Background: an optimization exercise with open tools, aiming at small area. Do not read the settings as production practice.
In this exercise RTL edits were held to simulation tests only and were not proved equivalent to the original.
Power and IR drop assume default switching activity.

**flow/config.mk**
```make
export PLATFORM = sky130hd
export DESIGN_NAME = regfile_scoreboard
export DESIGN_NICKNAME = regfile_scoreboard
export VERILOG_FILES = /design/flow/design.v
export SDC_FILE = /design/flow/constraint.sdc
export NUM_CORES = 4
export LEC_CHECK = 0
export CAP_MARGIN = 20
export CORE_MARGIN = 2
export CORE_UTILIZATION = 25
export SLEW_MARGIN = 20
```
**flow/constraint.sdc**
```tcl
create_clock -name core_clock -period 8.0 [get_ports {clock}]
set_input_delay 1.6000 -clock core_clock [delete_from_list [all_inputs] [get_ports {clock}]]
set_output_delay 1.6000 -clock core_clock [all_outputs]
set_load 0.01 [all_outputs]
```
**flow/design.v**
```verilog
module regfile_pending #(
    parameter int ADDR_W   = 5,
    parameter int ZERO_REG = 1
) (
    input  logic                   clock,
    input  logic                   reset_n,
    input  logic [ADDR_W-1:0]      addr_s1,
    input  logic [ADDR_W-1:0]      addr_s2,
    input  logic                   wr_en,
    input  logic [ADDR_W-1:0]      wr_addr,
    input  logic                   issue_en,
    input  logic [ADDR_W-1:0]      issue_addr,
    output logic                   stall,
    output logic [(1<<ADDR_W)-1:0] pending
);
    localparam int DEPTH = 1 << ADDR_W;
    localparam bit ZR    = (ZERO_REG != 0);
    logic [DEPTH-1:0] pending_q;
    logic [DEPTH-1:0] pending_d;
    logic             hit_s1;
    logic             hit_s2;
    always_comb begin
        pending_d = pending_q;
        if (wr_en) begin
            pending_d[wr_addr] = 1'b0;
        end
        if (issue_en && !(ZR && issue_addr == '0)) begin
            pending_d[issue_addr] = 1'b1;
        end
    end
    always_ff @(posedge clock or negedge reset_n) begin
        if (!reset_n) begin
            pending_q <= '0;
        end else begin
            pending_q <= pending_d;
        end
    end
    always_comb begin
        hit_s1 = pending_q[addr_s1]
               && !(wr_en && wr_addr == addr_s1)
               && !(ZR && addr_s1 == '0);
        hit_s2 = pending_q[addr_s2]
               && !(wr_en && wr_addr == addr_s2)
               && !(ZR && addr_s2 == '0);
        stall = reset_n && (hit_s1 || hit_s2);
    end
    assign pending = pending_q;
endmodule
module regfile_scoreboard #(
    parameter int DATA_W   = 32,
    parameter int ADDR_W   = 5,
    parameter int ZERO_REG = 1
) (
    input  logic                   clock,
    input  logic                   reset_n,
    input  logic [ADDR_W-1:0]      w_address_s1,
    input  logic [ADDR_W-1:0]      w_address_s2,
    output logic [DATA_W-1:0]      w_data_s1val,
    output logic [DATA_W-1:0]      w_data_s2val,
    input  logic                   w_wr_en,
    input  logic [ADDR_W-1:0]      w_address_d,
    input  logic [DATA_W-1:0]      w_data_dval,
    input  logic                   w_issue_en,
    input  logic [ADDR_W-1:0]      w_issue_addr,
    output logic                   w_stall,
    output logic [(1<<ADDR_W)-1:0] w_pending
);
    localparam int DEPTH = 1 << ADDR_W;
    localparam bit ZR    = (ZERO_REG != 0);
    logic [DATA_W-1:0] regs_q [DEPTH];
    logic              wr_accept;
    regfile_pending #(
        .ADDR_W   (ADDR_W),
        .ZERO_REG (ZERO_REG)
    ) u_pending (
        .clock      (clock),
        .reset_n    (reset_n),
        .addr_s1    (w_address_s1),
        .addr_s2    (w_address_s2),
        .wr_en      (w_wr_en),
        .wr_addr    (w_address_d),
        .issue_en   (w_issue_en),
        .issue_addr (w_issue_addr),
        .stall      (w_stall),
        .pending    (w_pending)
    );
    assign wr_accept = w_wr_en && !(ZR && w_address_d == '0);
    always_ff @(posedge clock or negedge reset_n) begin
        if (!reset_n) begin
            for (int i = 0; i < DEPTH; i++) begin
                regs_q[i] <= '0;
            end
        end else if (wr_accept) begin
            regs_q[w_address_d] <= w_data_dval;
        end
    end
    always_comb begin
        w_data_s1val = '0;
        w_data_s2val = '0;
        if (reset_n) begin
            if (ZR && w_address_s1 == '0) begin
                w_data_s1val = '0;
            end else if (w_wr_en && w_address_d == w_address_s1) begin
                w_data_s1val = w_data_dval;
            end else begin
                w_data_s1val = regs_q[w_address_s1];
            end
            if (ZR && w_address_s2 == '0) begin
                w_data_s2val = '0;
            end else if (w_wr_en && w_address_d == w_address_s2) begin
                w_data_s2val = w_data_dval;
            end else begin
                w_data_s2val = regs_q[w_address_s2];
            end
        end
    end
endmodule
```
**flow/run.sh**
```bash
#!/bin/bash
# synth_recipe.tcl (not shown) runs the flow's synth.tcl, then flattens the netlist and writes it again
# the make line also repeats each setting of config.mk as NAME=value (left out here)
make -C /OpenROAD-flow-scripts/flow DESIGN_CONFIG=/design/flow/config.mk WORK_HOME=/design/flow/orfs CLKGATE_MAP_FILE= SYNTH_SCRIPT=/design/flow/synth_recipe.tcl finish
```
==> notes.md <==
final timing paths:
check | from | end | slack (ns) | cells after the start
min in group asynchronous | reset_n | regs_q[6][12]$_DFFE_PN0P_ | 0.73 | 1
worst max register to register | regs_q[20][12]$_DFFE_PN0P_ | regs_q[20][12]$_DFFE_PN0P_ | 7.04 | 1
worst min register to register | regs_q[16][18]$_DFFE_PN0P_ | regs_q[16][18]$_DFFE_PN0P_ | 0.51 | 1
worst max-delay path | w_address_s1[0] | w_data_s1val[8] | 0.52 | 10
max in group asynchronous | reset_n | regs_q[7][27]$_DFFE_PN0P_ | 4.38 | 4
worst min-delay path | regs_q[16][18]$_DFFE_PN0P_ | regs_q[16][18]$_DFFE_PN0P_ | 0.51 | 1
per-stage QoR:
| step | power [mW] | hold WS [ns] |
|---|---|---|
| after global placement | 9.72 | 0.491 |
| after detailed placement | 9.79 | 0.494 |
| after floorplan | 8.32 | 0.479 |
| final | 15.5 | 0.509 |
| after CTS | 15.4 | 0.507 |
| after global routing | 15.9 | 0.531 |
state kept, by name, summed over array words and instances, names as in the netlist:
signal and flops:
regs_q 992, u_pending.pending_q 32
power by group:
group	internal [mW]	total, mW	switching [mW]
logic	1.21	2.51	1.29
registers	6.22	7.35	1.13
clock network	3.24	5.63	2.40
total	10.7	15.5	4.82
layout make-up:
cell class	instances	share of cell area, %
antenna	23	0.0907
clock buffer	163	5.29
clock inverter	49	0.907
inverter	13	0.0769
multi-input combinational	3210	41.7
sequential	1024	40.4
tap	2838	5.59
timing repair buffer	414	5.98
cells in the final DEF (no fill, tap or decap), types with 11 or more instances in the layout:
master / count
clkbuf_1: 18
mux4_2: 16
o21ai_0: 153
nor2_1: 18
mux2i_1: 11
clkinv_2: 21
nor4_1: 63
inv_1: 13
mux2_2: 993
diode_2: 23
nand2_2: 12
clkdlybuf4s50_1: 125
clkinvlp_4: 11
nor3_1: 20
a2111oi_0: 104
o21ai_1: 57
a22oi_1: 582
nand3_1: 138
buf_12: 28
nand2b_1: 23
nand2_1: 157
buf_4: 226
clkbuf_16: 115
buf_2: 26
dfrtp_1: 1024
a221oi_1: 31
and3_1: 398
a21oi_1: 36
clkbuf_8: 30
nand4_1: 113
a31o_2: 12
nor2_4: 63
routing by layer:
layer	vias up	share of wire, %
li1	18300	-
met1	25200	37
met2	4816	40
met3	1589	14
met4	20	8.7
met5	-	0.055
cell families after synthesis:
| logic type | synth area share (%) |
|---|---|
| xor+xnor | 0.294 |
| compound gates | 14.2 |
| simple gates | 11.8 |
| flops | 47.8 |
| mux | 21.7 |
| fa+ha+maj | 0.233 |
| buf+inv | 4.07 |
==> impl_metrics.tcl <==
set metrics [dict create \
    status "finished clean" \
    dp_hpwl_um 190000 \
    vias 49800 \
    multi_input_area_um2 26500 \
    gr-usage-met2_pct 37.5 \
    htree_levels 3 \
    die_y_um 467 \
    dp_slack_ns 0.692 \
    wl_um 301000 \
    drt_iter0_drc 9883 \
    io_buffers 152 \
    dieWidth_um 467 \
    overflow 0 \
    firstDrtPassIters 10 \
    postRouteAntennaNets 0 \
    clock_path_buffers 3 \
    cts_setup_buffers 0 \
    grt_max_degree 171 \
    critPathTopFamily "simple AND/OR/NAND/NOR gates" \
    clk_latency_ns 0.78 \
    cap_violations 0 \
    synth_top_cell_area_share_pct 47.8 \
    clock-root-buffer "clkbuf_16" \
    clock-sinks 1024 \
    hold_viol_final 0 \
    start_util_pct 25.1 \
    p_per_area_nw_per_um2 244 \
    finalNonFillerCells 7734 \
    grt_usage_pct 26.5 \
    worst_pin_slew_ns 1.34 \
    crit_type "in -> out" \
    core_um2 214000 \
    ys_ff_latch 1024 \
    tns_ns 0 \
    synth.most_common_cell "dfrtp_1" \
    ys_types 80 \
    cts_buffers 113 \
    period_needed_ns 7.48 \
    synth_ff_type "dfrtp_1" \
    ff_latch_area_um2 25600 \
    synth.largest_area_cell "dfrtp_1" \
    drv_slew 0 \
    crit_fanout 20 \
    yosys-top-cells-area "dfrtp_1 (48%), mux2_2 (21%), a22oi_1 (8.1%)" \
    drive_above_1_share_pct 33.9 \
    final_util_pct 29.7 \
    grt_pass1_wl_um 404000 \
    met3_usage_pct 10.7 \
    cp.required_ns 6.40 \
    path_common_cell "buf_4" \
    yosysSeqAreaShare_pct 47.8 \
    crit_slowest_cell "nor4_1" \
    placementRows 170 \
    grt_busiest_layer "met2" \
    globalplace.congestion 1.01 \
    rsz0062_at_grt "no" \
    fmax_ghz 0.134 \
    fin_crit_sh_pct 93.5 \
    synth-edff-count 0 \
    postPlaceCellArea_um2 59600 \
    setup_ws_ns 0.522 \
    synth_area_per_cell_um2 11.4 \
    cts_tree "built" \
    post_drt_wl_per_cell_um 39.0 \
    leakagePower_nw 27.6 \
    max_stage_delay_ns 0.84 \
    yosys_warnings 3 \
    relSlewSlack_pct 10.1 \
    num_io_pins 153 \
    stdcell_area_um2 63500 \
    vdd_drop_max_mv 0.178 \
    cts_hold_buf 0 \
    drt_drc_violations_left 0 \
    grtUsageMet1_pct 33.0 \
    fillers 21900 \
    path_cells "buf_2 -> or2_1 -> nor2_4 -> buf_4 -> a2111oi_1 -> nand3_1 -> nor4_1 -> buf_4 -> o21ai_1 -> clkdlybuf4s50_1" \
    dp.cells 7499 \
    clk_pin_slew_ns 0.06 \
    synth-async-reset-ratio_pct 100 \
    nNetsFinal 4842 \
    cp_num_buf_inv 4 \
    grt_pass1_vias 47100 \
    syn2layout_area_growth_pct 18.4 \
    critPathArrivalTime_ns 5.88 \
    startpoint_type "input port" \
    synth_area_um2 53600 \
    syn_inst 4723 \
    die-area_um2 218000 \
    skew_ns 0 \
    synth_common_cells "dfrtp_1 (1024), mux2_2 (993), a22oi_1 (582)" \
    hp-class "reg -> reg" \
    antenna_found_initial 38 \
    viasPerCell 6.45 \
    postCtsResizedCells 0 \
    setup_viol 0 \
    synth_nets 4789 \
    end_kind "primary output" \
]

-- static timing again, ports no longer ideal --
In the flow no input, the clock included, has a driving cell. The finished layout below was timed again as built, in two steps.
Step 1 (the two cells are an assumption about what drives the block):
set clk [get_ports {clock}]
set_driving_cell -lib_cell sky130_fd_sc_hd__clkbuf_16 $clk
set_driving_cell -lib_cell sky130_fd_sc_hd__buf_2 [delete_from_list [all_inputs] $clk]
Step 2 adds t to the input delays and takes it off the output delays; t is the mean of the earliest and latest rising clock arrival at the registers after step 1. Input paths then give back, and output paths get back, about the clock's delay inside the block.
Three values: ideal ports, drivers, drivers and shift; two values: the first two.
t (ns): 0.867
setup slack, ns: 0.522 / 0.448 / 0.448
worst setup path at the end: input to output
worst register clock-pin slew, ns: 0.08 / 0.08
worst slew at a driven data input, ns: 0.16
After both steps this run still meets setup and hold. The setup slack of this run moves by -0.074 ns with the drivers and by -0.074 ns with both steps.
